Background: an optimization exercise with open tools, aiming at small area, a short achievable clock period and few clock cycles per item. Do not read the settings as production practice. Function was checked by simulation only, so behaviour that the tests miss may differ from the original. No activity file was given, so power comes from the tool's default toggle rates.

==> design/flow/design.v <==
`timescale 1ns / 1ps
package agpm_pkg;
  localparam int SAMPLE_W   = 16;
  localparam int GAIN_W     = 16;
  localparam int REG_IDX_W  = 4;
  localparam int STEP_W     = 4;
  localparam int SUM_W      = 34;    
  localparam int PROD_W     = 51;    
  localparam int SCALED_W   = 24;    
  localparam int PROD_SHIFT = 27;
  localparam int QUO_W      = 15;    
  localparam int NUM_W      = 31;
  localparam int RECOVERY_SHIFT = 5;
  localparam logic [GAIN_W-1:0]   GAIN_RESET = 16'd4096;
  localparam logic [15:0]         UNITY_Q15  = 16'h8000;
  localparam logic [NUM_W-1:0]    NUM_POS    = 31'd32767 * 31'd32768;
  localparam logic [NUM_W-1:0]    NUM_NEG    = 31'd32768 * 31'd32768;
  localparam logic signed [SAMPLE_W-1:0] SAMPLE_MAX = 16'sh7fff;
  localparam logic signed [SAMPLE_W-1:0] SAMPLE_MIN = 16'sh8000;
  localparam logic [REG_IDX_W-1:0] REG_MUSIC_GAIN = 4'd0;
  localparam logic [REG_IDX_W-1:0] REG_VOCAL_GAIN = 4'd1;
  typedef struct packed {
    logic signed [SAMPLE_W-1:0] vocal_sample;
    logic signed [SAMPLE_W-1:0] music_sample;
    logic                       in_last;
  } sample_t;
  typedef struct packed {
    logic signed [SAMPLE_W-1:0] mixed_sample;
    logic                       clipped;
    logic                       out_last;
  } result_t;
  typedef struct packed {
    logic [REG_IDX_W-1:0] reg_index;
    logic [GAIN_W-1:0]    wdata;
  } cfg_write_t;
  typedef enum logic [1:0] {
    MUL_MUSIC = 2'd0,
    MUL_VOCAL = 2'd1,
    MUL_SUM   = 2'd2
  } mul_sel_t;
  typedef enum logic [1:0] {
    ACC_HOLD = 2'd0,
    ACC_LOAD = 2'd1,
    ACC_ADD  = 2'd2
  } acc_op_t;
  typedef enum logic [2:0] {
    JMP_NONE     = 3'd0,
    JMP_NO_INPUT = 3'd1,
    JMP_NO_CLIP  = 3'd2,
    JMP_DIV_MORE = 3'd3,
    JMP_OUT_BUSY = 3'd4,
    JMP_ALWAYS   = 3'd5
  } jmp_t;
  localparam logic [STEP_W-1:0] STEP_IDLE    = 4'd0;
  localparam logic [STEP_W-1:0] STEP_MUL_M   = 4'd1;
  localparam logic [STEP_W-1:0] STEP_MUL_V   = 4'd2;
  localparam logic [STEP_W-1:0] STEP_ADD     = 4'd3;
  localparam logic [STEP_W-1:0] STEP_MUL_A   = 4'd4;
  localparam logic [STEP_W-1:0] STEP_SCALE   = 4'd5;
  localparam logic [STEP_W-1:0] STEP_CHECK   = 4'd6;
  localparam logic [STEP_W-1:0] STEP_DIV     = 4'd7;
  localparam logic [STEP_W-1:0] STEP_DIV_END = 4'd8;
  localparam logic [STEP_W-1:0] STEP_RECOVER = 4'd9;
  localparam logic [STEP_W-1:0] STEP_EMIT    = 4'd10;
  localparam logic [STEP_W-1:0] STEP_WRAP    = 4'd11;
  typedef struct packed {
    logic              accept;
    logic              mul_en;
    mul_sel_t          mul_sel;
    acc_op_t           acc_op;
    logic              scale_en;
    logic              div_init;
    logic              div_step;
    logic              att_load;
    logic              recover;
    logic              emit;
    jmp_t              jmp;
    logic [STEP_W-1:0] target;
  } ctl_t;
  typedef struct packed {
    logic in_valid;
    logic no_clip;
    logic div_more;
    logic out_busy;
  } stat_t;
endpackage
`timescale 1ns / 1ps
import agpm_pkg::*;
module agpm_seq (
  input  logic          clk,
  input  logic          rst,
  input  agpm_pkg::stat_t stat,
  output agpm_pkg::ctl_t  ctl
);
  logic [STEP_W-1:0] pc;
  logic [STEP_W-1:0] pc_next;
  logic              taken;
  agpm_pkg::ctl_t w;
  always_comb begin
    w = '0;
    case (pc)
      STEP_IDLE: begin
        w.accept = 1'b1;
        w.jmp    = JMP_NO_INPUT;
        w.target = STEP_IDLE;
      end
      STEP_MUL_M: begin
        w.mul_en  = 1'b1;
        w.mul_sel = MUL_MUSIC;
      end
      STEP_MUL_V: begin
        w.mul_en  = 1'b1;
        w.mul_sel = MUL_VOCAL;
        w.acc_op  = ACC_LOAD;
      end
      STEP_ADD: begin
        w.acc_op = ACC_ADD;
      end
      STEP_MUL_A: begin
        w.mul_en  = 1'b1;
        w.mul_sel = MUL_SUM;
      end
      STEP_SCALE: begin
        w.scale_en = 1'b1;
      end
      STEP_CHECK: begin
        w.div_init = 1'b1;
        w.jmp      = JMP_NO_CLIP;
        w.target   = STEP_RECOVER;
      end
      STEP_DIV: begin
        w.div_step = 1'b1;
        w.jmp      = JMP_DIV_MORE;
        w.target   = STEP_DIV;
      end
      STEP_DIV_END: begin
        w.att_load = 1'b1;
      end
      STEP_RECOVER: begin
        w.recover = 1'b1;
      end
      STEP_EMIT: begin
        w.emit   = 1'b1;
        w.jmp    = JMP_OUT_BUSY;
        w.target = STEP_EMIT;
      end
      STEP_WRAP: begin
        w.jmp    = JMP_ALWAYS;
        w.target = STEP_IDLE;
      end
      default: begin
        w.jmp    = JMP_ALWAYS;
        w.target = STEP_IDLE;
      end
    endcase
    ctl = w;
  end
  always_comb begin
    case (ctl.jmp)
      JMP_NONE:     taken = 1'b0;
      JMP_NO_INPUT: taken = ~stat.in_valid;
      JMP_NO_CLIP:  taken = stat.no_clip;
      JMP_DIV_MORE: taken = stat.div_more;
      JMP_OUT_BUSY: taken = stat.out_busy;
      JMP_ALWAYS:   taken = 1'b1;
      default:      taken = 1'b0;
    endcase
    pc_next = taken ? ctl.target : pc + 1'b1;
  end
  always_ff @(posedge clk) begin
    if (rst) begin
      pc <= STEP_IDLE;
    end else begin
      pc <= pc_next;
    end
  end
endmodule
`timescale 1ns / 1ps
import agpm_pkg::*;
module agpm_dp (
  input  logic            clk,
  input  logic            rst,
  input  agpm_pkg::ctl_t  ctl,
  output agpm_pkg::stat_t stat,
  input  logic            sample_valid,
  output logic            sample_ready,
  input  agpm_pkg::sample_t sample_data,
  output logic            result_valid,
  input  logic            result_ready,
  output agpm_pkg::result_t result_data,
  input  logic            cfg_valid,
  output logic            cfg_ready,
  input  agpm_pkg::cfg_write_t cfg_data
);
  localparam logic signed [SCALED_W-1:0] LEVEL_MAX = 24'sd32767;
  localparam logic signed [SCALED_W-1:0] LEVEL_MIN = -24'sd32768;
  logic [GAIN_W-1:0] music_gain;
  logic [GAIN_W-1:0] vocal_gain;
  logic signed [SAMPLE_W-1:0] vocal;
  logic signed [SAMPLE_W-1:0] music;
  logic                       last;
  logic signed [SUM_W-1:0]    mul_a;
  logic signed [GAIN_W:0]     mul_b;
  logic signed [PROD_W-1:0]   prod;
  logic signed [SUM_W-1:0]    acc;
  logic signed [PROD_W-1:0]   scaled;
  logic signed [SCALED_W-1:0] level;
  logic                       clip_pos;
  logic                       clip_neg;
  logic [SCALED_W-1:0]   divisor;
  logic [SCALED_W-1:0]   rem;
  logic [QUO_W-1:0]      dq;
  logic [3:0]            div_cnt;
  logic [NUM_W-1:0]      numer;
  logic [SCALED_W:0]     trial;
  logic [SCALED_W:0]     diff;
  logic                  fits;
  logic [15:0]           attenuation;
  logic [15:0]           headroom;
  logic signed [SAMPLE_W-1:0] mixed;
  logic                       clip;
  logic                       out_valid;
  agpm_pkg::result_t out_data;
  logic accept_fire;
  logic emit_fire;
  logic out_busy;
  assign sample_ready = ctl.accept;
  assign accept_fire  = sample_valid & ctl.accept;
  assign cfg_ready    = 1'b1;
  assign out_busy     = out_valid & ~result_ready;
  assign emit_fire    = ctl.emit & ~out_busy;
  assign result_valid = out_valid;
  assign result_data  = out_data;
  always_comb begin
    case (ctl.mul_sel)
      MUL_MUSIC: begin
        mul_a = {{(SUM_W-SAMPLE_W){music[SAMPLE_W-1]}}, music};
        mul_b = {1'b0, music_gain};
      end
      MUL_VOCAL: begin
        mul_a = {{(SUM_W-SAMPLE_W){vocal[SAMPLE_W-1]}}, vocal};
        mul_b = {1'b0, vocal_gain};
      end
      MUL_SUM: begin
        mul_a = acc;
        mul_b = {1'b0, attenuation};
      end
      default: begin
        mul_a = '0;
        mul_b = '0;
      end
    endcase
  end
  always_comb begin
    scaled = prod + (prod[PROD_W-1] ? PROD_W'((64'd1 << PROD_SHIFT) - 64'd1) : '0);
  end
  assign clip_pos = level > LEVEL_MAX;
  assign clip_neg = level < LEVEL_MIN;
  assign numer    = clip_pos ? NUM_POS : NUM_NEG;
  assign trial = {rem, dq[QUO_W-1]};
  assign diff  = trial - {1'b0, divisor};
  assign fits  = trial >= {1'b0, divisor};
  assign headroom = UNITY_Q15 - attenuation;
  assign stat.in_valid = sample_valid;
  assign stat.no_clip  = ~(clip_pos | clip_neg);
  assign stat.div_more = div_cnt != 4'd1;
  assign stat.out_busy = out_busy;
  always_ff @(posedge clk) begin
    if (rst) begin
      music_gain <= GAIN_RESET;
      vocal_gain <= GAIN_RESET;
    end else if (cfg_valid) begin
      if (cfg_data.reg_index == REG_MUSIC_GAIN) begin
        music_gain <= cfg_data.wdata;
      end else if (cfg_data.reg_index == REG_VOCAL_GAIN) begin
        vocal_gain <= cfg_data.wdata;
      end
    end
  end
  always_ff @(posedge clk) begin
    if (accept_fire) begin
      vocal <= sample_data.vocal_sample;
      music <= sample_data.music_sample;
      last  <= sample_data.in_last;
    end
    if (ctl.mul_en) begin
      prod <= mul_a * mul_b;
    end
    case (ctl.acc_op)
      ACC_HOLD: acc <= acc;
      ACC_LOAD: acc <= prod[SUM_W-1:0];
      ACC_ADD:  acc <= acc + prod[SUM_W-1:0];
      default:  acc <= acc;
    endcase
    if (ctl.scale_en) begin
      level <= scaled[PROD_W-1:PROD_SHIFT];
    end
    if (ctl.div_init) begin
      clip    <= clip_pos | clip_neg;
      mixed   <= clip_pos ? SAMPLE_MAX : clip_neg ? SAMPLE_MIN : level[SAMPLE_W-1:0];
      divisor <= clip_pos ? level : -level;
      rem     <= {{(SCALED_W-(NUM_W-QUO_W)){1'b0}}, numer[NUM_W-1:QUO_W]};
      dq      <= numer[QUO_W-1:0];
      div_cnt <= 4'(QUO_W);
    end else if (ctl.div_step) begin
      rem     <= fits ? diff[SCALED_W-1:0] : trial[SCALED_W-1:0];
      dq      <= {dq[QUO_W-2:0], fits};
      div_cnt <= div_cnt - 4'd1;
    end
  end
  always_ff @(posedge clk) begin
    if (rst) begin
      attenuation <= UNITY_Q15;
    end else if (ctl.att_load) begin
      attenuation <= {1'b0, dq};
    end else if (ctl.recover && attenuation < UNITY_Q15) begin
      attenuation <= attenuation + (headroom >> RECOVERY_SHIFT);
    end
  end
  always_ff @(posedge clk) begin
    if (rst) begin
      out_valid <= 1'b0;
    end else if (emit_fire) begin
      out_valid <= 1'b1;
    end else if (result_ready) begin
      out_valid <= 1'b0;
    end
  end
  always_ff @(posedge clk) begin
    if (emit_fire) begin
      out_data.mixed_sample <= mixed;
      out_data.clipped      <= clip;
      out_data.out_last     <= last;
    end
  end
endmodule
`timescale 1ns / 1ps
import agpm_pkg::*;
module adaptive_gain_pcm_mixer (
  input  logic        clk,
  input  logic        rst,
  input  logic        sample_valid,
  output logic        sample_ready,
  input  logic [15:0] sample_vocal,
  input  logic [15:0] sample_music,
  input  logic        sample_last,
  output logic        result_valid,
  input  logic        result_ready,
  output logic [15:0] result_mixed,
  output logic        result_clipped,
  output logic        result_last,
  input  logic        cfg_valid,
  output logic        cfg_ready,
  input  logic [3:0]  cfg_index,
  input  logic [15:0] cfg_wdata
);
  agpm_pkg::ctl_t ctl;
  agpm_pkg::stat_t stat;
  agpm_pkg::sample_t sample_data;
  agpm_pkg::result_t result_data;
  agpm_pkg::cfg_write_t cfg_data;
  assign sample_data    = {sample_vocal, sample_music, sample_last};
  assign cfg_data       = {cfg_index, cfg_wdata};
  assign result_mixed   = result_data.mixed_sample;
  assign result_clipped = result_data.clipped;
  assign result_last    = result_data.out_last;
  agpm_seq u_seq (
    .clk  (clk),
    .rst  (rst),
    .stat (stat),
    .ctl  (ctl)
  );
  agpm_dp u_dp (
    .clk          (clk),
    .rst          (rst),
    .ctl          (ctl),
    .stat         (stat),
    .sample_valid (sample_valid),
    .sample_ready (sample_ready),
    .sample_data  (sample_data),
    .result_valid (result_valid),
    .result_ready (result_ready),
    .result_data  (result_data),
    .cfg_valid    (cfg_valid),
    .cfg_ready    (cfg_ready),
    .cfg_data     (cfg_data)
  );
endmodule
==> design/flow/run.sh <==
#!/bin/bash
# synth_recipe.tcl (not shown) runs the flow's synth.tcl, then flattens the netlist and writes it again
# the make line also repeats each setting of config.mk as NAME=value (left out here)
make -C /OpenROAD-flow-scripts/flow DESIGN_CONFIG=/design/flow/config.mk WORK_HOME=/design/flow/orfs CLKGATE_MAP_FILE= SYNTH_SCRIPT=/design/flow/synth_recipe.tcl finish
==> design/flow/config.mk <==
export PLATFORM = sky130hd
export DESIGN_NAME = adaptive_gain_pcm_mixer
export DESIGN_NICKNAME = adaptive_gain_pcm_mixer
export VERILOG_FILES = /design/flow/design.v
export SDC_FILE = /design/flow/constraint.sdc
export NUM_CORES = 4
export LEC_CHECK = 0
export CAP_MARGIN = 20
export CORE_MARGIN = 2
export CORE_UTILIZATION = 40
export SLEW_MARGIN = 20
==> design/flow/constraint.sdc <==
create_clock -name core_clock -period 10.0 [get_ports {clk}]
set_input_delay 2.0000 -clock core_clock [delete_from_list [all_inputs] [get_ports {clk}]]
set_output_delay 2.0000 -clock core_clock [all_outputs]
set_load 0.01 [all_outputs]
==> run notes <==
==> power by group <==
| part | leakage, nW | switching (mW) | internal [mW] | total (mW) |
|---|---|---|---|---|
| Clock | 0.625 | 0.611 | 0.816 | 1.43 |
| Sequential | 2.79 | 0.107 | 1.55 | 1.66 |
| Combinational | 14.6 | 1.18 | 0.730 | 1.91 |
==> critical path: cells and delay by family (launching register included) <==
family          cells  cell delay, ns
xor+xnor            1            0.14
compound gates      9            2.38
flops               1            0.36
fa+ha+maj           7            3.50
simple gates        4            1.64
buf+inv             5            0.72
==> kinds of logic (layout without fill, tap and decap cells) <==
logic type	count (synthesis)	after routing	share of synthesized area
buf+inv	822	890	0.0860
flops	313	313	0.239
mux	78	78	0.0232
other cells	1	2	0.000104
compound gates	614	614	0.109
fa+ha+maj	742	742	0.367
xor+xnor	159	159	0.0388
simple gates	1134	1134	0.137
==> routing by layer <==
metal / wire [um] / track usage
met1: 44500 / 0.312
met2: 46300 / 0.365
met3: 7860 / 0.0380
met4: 4590 / 0.0892
met5: 0 / 0
==> Yosys cell counts (28+ instances only) <==
cell,number
a21oi_1,211
xor2_1,61
a21o_1,107
mux2i_1,54
nand2_1,535
xnor2_1,98
clkbuf_1,115
o21a_1,33
o21ai_0,101
nor3_1,39
dfxtp_1,81
nor2b_1,38
fa_1,520
edfxtp_1,232
ha_1,222
nand2b_1,31
inv_1,685
nor2_1,333
and2_1,28
==> flip-flops by register name, indices dropped and copies added (netlist names) <==
name              count
ctl                   4
u_dp.acc             34
u_dp.attenuation     16
u_dp.clip             1
u_dp.ctl              6
u_dp.div_cnt          4
u_dp.divisor         24
u_dp.dq              15
u_dp.last             1
u_dp.level           24
u_dp.mixed           16
u_dp.music           16
u_dp.music_gain      16
u_dp.out_data        18
u_dp.out_valid        1
u_dp.prod            51
u_dp.rem             24
u_dp.vocal           16
u_dp.vocal_gain      16
u_seq.ctl             6
u_seq.pc              4
==> placed cells by master (no fill, tap or decap), types with 54 or more instances in the layout <==
| cell | instances |
|---|---|
| a21o_1 | 107 |
| a21oi_1 | 208 |
| buf_4 | 56 |
| clkdlybuf4s50_1 | 76 |
| dfxtp_1 | 76 |
| edfxtp_1 | 232 |
| fa_1 | 520 |
| ha_1 | 221 |
| inv_1 | 685 |
| mux2i_1 | 54 |
| nand2_1 | 535 |
| nor2_1 | 330 |
| o21ai_0 | 90 |
| xnor2_1 | 98 |
| xor2_1 | 61 |
==> stage by stage <==
stage                     utilization  power (mW)  std cells  hold slack, ns
after floorplan                     -        2.96       3863           0.400
after global placement          0.430        3.55       5025           0.402
after detailed placement        0.430        3.55       5025           0.405
after CTS                       0.445        5.01       5096           0.419
after global routing            0.445        5.30       5096           0.422
final                           0.445        4.99       5097           0.417
==> worst max-delay path by stage <==
stage,to,cells past startpoint,startpoint
CTS,u_dp.prod[48]$_DFFE_PP_,26,u_dp.ctl[16]$_SDFF_PP0_
floorplan,u_dp.prod[48]$_DFFE_PP_,30,u_dp.ctl[16]$_SDFF_PP0_
detailed placement,u_dp.prod[48]$_DFFE_PP_,26,u_dp.ctl[16]$_SDFF_PP0_
finish,u_dp.prod[48]$_DFFE_PP_,26,u_dp.ctl[16]$_SDFF_PP0_
global route,u_dp.prod[44]$_DFFE_PP_,26,u_dp.ctl[16]$_SDFF_PP0_
global placement,u_dp.prod[48]$_DFFE_PP_,26,u_dp.ctl[16]$_SDFF_PP0_
==> layout make-up <==
class | instances | area share
Clock inverter | 27 | 0.00660
Sequential cell | 313 | 0.218
Multi-Input combinational cell | 2728 | 0.617
Tap cell | 1165 | 0.0370
Timing Repair Buffer | 133 | 0.0301
Antenna cell | 1 | 0.0000635
Inverter | 686 | 0.0653
Clock buffer | 44 | 0.0257
==> impl_metrics.tcl <==
set metrics [dict create \
    reg2reg_to "u_dp.prod[48]$_DFFE_PP_" \
    antenna_found_initial 0 \
    max_slew_margin 0.268 \
    min_path_cells 0 \
    status "timing/DRC/antenna clean" \
    ios 79 \
    ys_ff_latch 313 \
    cellPowerDensity_nw_per_um2 127 \
    ys_types 83 \
    layout.nets 4701 \
    grt_max_degree 69 \
    holdCritStartpoint "u_dp.mixed[0]$_SDFFCE_PP1P_" \
    fin_skew_ns 0.0285 \
    critical_path_peak_fanout 25 \
    crit_arrival_ns 9.41 \
    first_pass_iters 6 \
    synth_top_area_share 0.290 \
    path_class "reg2reg" \
    cts_setup_buffers 0 \
    clk_pin_slew_ns 0.06 \
    synth-seq-area-share 0.239 \
    routedWlPerCell_um 20.3 \
    rsz0062_at_grt "no" \
    setup_tns_ns 0 \
    multi_input_area_um2 24300 \
    drv_cap 0 \
    viasPerCell 5.30 \
    peakVddDrop_v 0.0000917 \
    min_path_type "reg2reg" \
    cts_buffers 39 \
    synth-edff-count 232 \
    start_util 0.405 \
    vias 27000 \
    n_fill_cell 8620 \
    cp_slowest_cell "nor2_4" \
    post-route-drc-count 0 \
    grt_pass1_vias 28300 \
    ant_nets 0 \
    row_count 109 \
    synth.cell_area_um2 35900 \
    fmax_ghz 0.110 \
    cts_resized 0 \
    htree_levels 2 \
    slowest_delay_ns 0.73 \
    tightest_slew_ns 1.09 \
    worstPathRequired_ns 10.34 \
    fin_crit_ns 9.07 \
    yosys_warnings 2 \
    syn_inst 3863 \
    layout-drive-gt1-share 0.0471 \
    setup_viol 0 \
    areaGrowthSynthToFinish_pct 9.74 \
    fin_area_um2 39400 \
    holdPathEnd "u_dp.out_data[2]$_DFFE_PP_" \
    layout_setup_ws_ns 0.934 \
    portBuffers 77 \
    placed_cell_area_um2 38100 \
    grt_first_pass_wirelength_mm 164 \
    end_kind "flop" \
    async_flop_share 0 \
    die_w_um 304 \
    reg2reg_slack_ns 0.93 \
    synth.area.top_cells "fa_1 29%, edfxtp_1 19%, ha_1 7.7%" \
    dp_slack_ns 1.08 \
    clk_latency_ns 0.60 \
    start_kind "flop" \
    rr_worst_depth 26 \
    cts_tree "yes" \
    wirelength_mm 103 \
    gr-total-overflow 0 \
    cts.sinks 313 \
    synth_nets 4663 \
    gp_congestion 0.963 \
    root_buffer "clkbuf_16" \
    hpwl_mm 83.0 \
    slew_violations 0 \
    hold_violations 0 \
    synth_top_area_cell "fa_1" \
    core_area_um2 88600 \
    cp_common_cell "fa_1" \
    seq_area_um2 8600 \
    drtIter0Drc 2417 \
    gr-usage-all-layers 0.229 \
    leakage_nw 18.0 \
    die_height_um 304 \
    fin_crit_sh 0.907 \
    hold_buffers 0 \
    cts.path.max_buffers 3 \
    die-area_um2 92200 \
    ys.flop_type "edfxtp_1" \
    reg2reg_from "u_dp.ctl[16]$_SDFF_PP0_" \
    avgSynthCellArea_um2 9.30 \
]
Testbench counts, summed over its fixed seeds: cycles 22,464, items 2,048.

## re-timing with driven ports
The flow's constraints put no driver on any port. The routed layout listed below was extracted and timed again, unchanged, in two steps. Step 1 sets driving cells, clkbuf_16 on the clock port and buf_2 on the other inputs (assumed; they add their load-dependent delay and slew). Step 2, shift: input delay + t, output delay - t, t = (earliest + latest rising clock arrival at the registers) / 2. This alone moves slack from input paths to output paths. a / b / c = no drivers / after step 1 / after step 2; a / b = the first two.
t, ns: 0.635
setup WS [ns]: 0.934 / 0.934 / 0.934
worst setup path at the end: register to register
latest minus earliest clock arrival (ns): 0.028 / 0.028
cell pins on the clock port's net: 1
After both steps this run still meets setup and hold. For this run, drivers alone change the setup slack by 0.000 ns; drivers and shift together by 0.000 ns.
